Background: an optimization exercise with open tools, aiming at small area. Do not read the settings as production practice.
In this exercise RTL edits were held to simulation tests only and were not proved equivalent to the original.
No activity file was given, so power comes from the tool's default toggle rates.

== oak ==
## core_top
module core_top (
    input  logic        clk,
    input  logic        reset,
    input  logic [19:0] instruction,
    input  logic        load_en,
    input  logic [2:0]  load_addr,
    input  logic [2:0]  rd_addr,
    input  logic [19:0] load_data,
    output logic [19:0] rd_data,
    output logic        fetch_enable,
    output logic        decode_enable,
    output logic        execute_enable,
    output logic        write_back_enable,
    output logic        trap_mode,
    output logic        zero_flag,
    output logic        sign_flag,
    output logic        carry_flag
);
    logic [1:0] ph;
    always_ff @(posedge clk) begin
        ph[0] <= ~reset & ~ph[1];
        ph[1] <= ~reset & ph[0];
    end
    wire ph_f = ~ph[1] & ~ph[0];
    wire ph_d = ~ph[1] &  ph[0];
    wire ph_w =  ph[1] & ~ph[0];
    assign fetch_enable      = ph_f & ~trap_mode;
    assign decode_enable     = ph_d & ~trap_mode;
    assign execute_enable    = ph[1] & ph[0] & ~trap_mode;
    assign write_back_enable = ph_w & ~trap_mode;
    logic [5:0] opc;
    logic       half;
    logic [2:0] src1, dst1, dst2;
    always_ff @(posedge clk) begin
        src1 <= instruction[13:11];           
        if (ph_f) begin
            opc  <= instruction[19:14];
            half <= instruction[1];
            dst1 <= instruction[7:5];
            dst2 <= instruction[4:2];
        end
    end
    always_ff @(posedge clk) begin
        if (reset)                          trap_mode <= 1'b0;
        else if (decode_enable && opc == 6'd0) trap_mode <= 1'b1;
    end
    logic [19:0] regs [8];
    always_comb begin
        rd_data = '0;
        for (int i = 0; i < 8; i++)
            rd_data = rd_data | (regs[i] & {20{rd_addr == 3'(i)}});
    end
    wire [2:0] ra = ph_f ? instruction[10:8] : src1;
    logic [19:0] rp;
    always_comb begin
        rp = '0;
        for (int i = 0; i < 8; i++)
            rp = rp | (regs[i] & {20{ra == 3'(i)}});
    end
  ...
==> flow/config.mk <==
export PLATFORM = sky130hd
export DESIGN_NAME = core_top
export DESIGN_NICKNAME = core_top
export VERILOG_FILES = /design/flow/design.v
export SDC_FILE = /design/flow/constraint.sdc
export NUM_CORES = 4
export LEC_CHECK = 0
export CAP_MARGIN = 20
export CORE_MARGIN = 2
export CORE_UTILIZATION = 50
export PLACE_DENSITY = 0.65
export SLEW_MARGIN = 20
==> flow/constraint.sdc <==
create_clock -name core_clock -period 8.0 [get_ports {clk}]
set_input_delay 1.6000 -clock core_clock [delete_from_list [all_inputs] [get_ports {clk}]]
set_output_delay 1.6000 -clock core_clock [all_outputs]
set_load 0.01 [all_outputs]
run.sh (not shown) runs the stock make flow with config.mk's settings and CLKGATE_MAP_FILE= SYNTH_SCRIPT=/design/flow/synth_recipe.tcl, a recipe that flattens the netlist after the stock synthesis.
oak reached the end of the flow, and the finished layout is clean on the timing, design-rule and antenna checks.
> inputs changed (oak -> pine)
# oak
export LEC_CHECK = 0
export CAP_MARGIN = 20
export CORE_MARGIN = 2
export CORE_UTILIZATION = 50
export PLACE_DENSITY = 0.65
export SLEW_MARGIN = 20
create_clock -name core_clock -period 8.0 [get_ports {clk}]
# pine
export LEC_CHECK = 0
export CAP_MARGIN = 20
export CORE_MARGIN = 2
export CORE_UTILIZATION = 50
export CTS_BUF_LIST = sky130_fd_sc_hd__clkbuf_4 sky130_fd_sc_hd__clkbuf_8
export PLACE_DENSITY = 0.65
export SLEW_MARGIN = 20
create_clock -name core_clock -period 8.0 [get_ports {clk}]
Results
pine went all the way through the flow, and no timing, DRC or antenna check failed.
Compared to oak, pine shows a narrower setup margin.
Compared with oak, pine shows total global routing track utilization higher by 0.29 points.
As far as non-clock buffer count goes, pine and oak are indistinguishable; the numbers are identical.
Utilization: pine vs oak — no meaningful difference
Between oak and pine, the part of the cycle the worst path needs does not differ in any meaningful way.
Looking at oak and pine, the post-route standard cell area excluding fillers is a wash.

========
core_top, a different RTL version from the one above (not shown whole).
For scale: ~1100 cells after synthesis, roughly 77 I/O pins, about 12000 µm² of cells after synthesis.
// core_top
module core_top (
    input  logic        clk,
    input  logic        reset,
    input  logic [19:0] instruction,
    input  logic        load_en,
    input  logic [2:0]  load_addr,
    input  logic [2:0]  rd_addr,
    input  logic [19:0] load_data,
    output logic [19:0] rd_data,
    output logic        fetch_enable,
    output logic        decode_enable,
    output logic        execute_enable,
    output logic        write_back_enable,
    output logic        trap_mode,
    output logic        zero_flag,
    output logic        sign_flag,
    output logic        carry_flag
);
clock: 8.0 ns
lec_check: 0
cap_margin: 20
core_margin: 2
core_utilization: 70
place_density: 0.85
slew_margin: 20
synth_hierarchical: 1
synth_minimum_keep_size: 0
standard.sh (not shown) runs the stock make flow with config.mk's settings and CLKGATE_MAP_FILE= SYNTH_SCRIPT=/design/flow/synth_recipe.tcl, a recipe that flattens the netlist after the stock synthesis.
==> flow/flow/run.sh <==
#!/bin/bash
# Layout flow: the standard flow (standard.sh, unchanged synthesis and
# steps) with these settings changed:
#  - port buffers are sky130_fd_sc_hd__buf_1 (every port still gets one);
#  - the clock tree is built from clkbuf_4/clkbuf_8 without dummy loads,
#    with sink clusters of up to 16 flip-flops.
# Each tool's full output stays in orfs/logs/; make's output goes to
# flow_make.log in the work folder.
set -euo pipefail
export BUFFER_PORTS_ARGS="-buffer_cell sky130_fd_sc_hd__buf_1"
export CTS_ARGS="-sink_clustering_enable -repair_clock_nets -dont_use_dummy_load -buf_list {sky130_fd_sc_hd__clkbuf_4 sky130_fd_sc_hd__clkbuf_8} -sink_clustering_size 16 -sink_clustering_max_diameter 80"
bash standard.sh finish > flow_make.log 2>&1
The starting point finished clean.
Then changed:
--- a/flow/flow/run.sh
+++ b/flow/flow/run.sh
@@ -3 +3 @@
-# steps) with these settings changed:
+# steps) with two settings changed:
@@ -6 +6 @@
-#    with sink clusters of up to 16 flip-flops.
+#    with sink clusters of up to 14 flip-flops.
@@ -11 +11 @@
-export CTS_ARGS="-sink_clustering_enable -repair_clock_nets -dont_use_dummy_load -buf_list {sky130_fd_sc_hd__clkbuf_4 sky130_fd_sc_hd__clkbuf_8} -sink_clustering_size 16 -sink_clustering_max_diameter 80"
+export CTS_ARGS="-sink_clustering_enable -repair_clock_nets -dont_use_dummy_load -buf_list {sky130_fd_sc_hd__clkbuf_4 sky130_fd_sc_hd__clkbuf_8} -sink_clustering_size 14 -sink_clustering_max_diameter 60"
--- a/flow/config.mk
+++ b/flow/config.mk
@@ -10,2 +10,2 @@
-export CORE_UTILIZATION = 70
-export PLACE_DENSITY = 0.85
+export CORE_UTILIZATION = 55
+export PLACE_DENSITY = 0.7
Utilization went down by 16 points.
Total power went up by 3.3%.
Global-route usage went down by 8.6 points.
Routed wire length went up by 3.2%.
Worst setup slack gains 0.092 ns.

-- static timing again, ports no longer ideal --
Ports are ideal in the flow. The routed layouts listed here were re-timed in OpenROAD.
Step 1 (the two cells are an assumption about what drives the block):
set clk [get_ports {clk}]
set_driving_cell -lib_cell sky130_fd_sc_hd__clkbuf_16 $clk
set_driving_cell -lib_cell sky130_fd_sc_hd__buf_2 [delete_from_list [all_inputs] $clk]
Step 2 adds t to the input delays and takes it off the output delays; t is the mean of the earliest and latest rising clock arrival at the registers after step 1. Input paths then give back, and output paths get back, about the clock's delay inside the block.
Three values: ideal, step 1, step 2; two values: the first two.
run	shift t [ns]	setup slack, ns	worst register clock-pin slew, ns	worst slew at a driven data input, ns	cell pins on the clock port's net
oak	0.599	1.009 / 1.009 / 1.009	0.06 / 0.06	0.05	1
pine	0.606	1.005 / 1.005 / 1.005	0.06 / 0.06	0.04	1
the first run of note 2	0.572	2.068 / 2.068 / 2.068	0.12 / 0.12	0.05	1
the second run of note 2	0.589	2.159 / 2.159 / 2.159	0.09 / 0.09	0.06	1
After both steps every run listed still meets setup and hold.
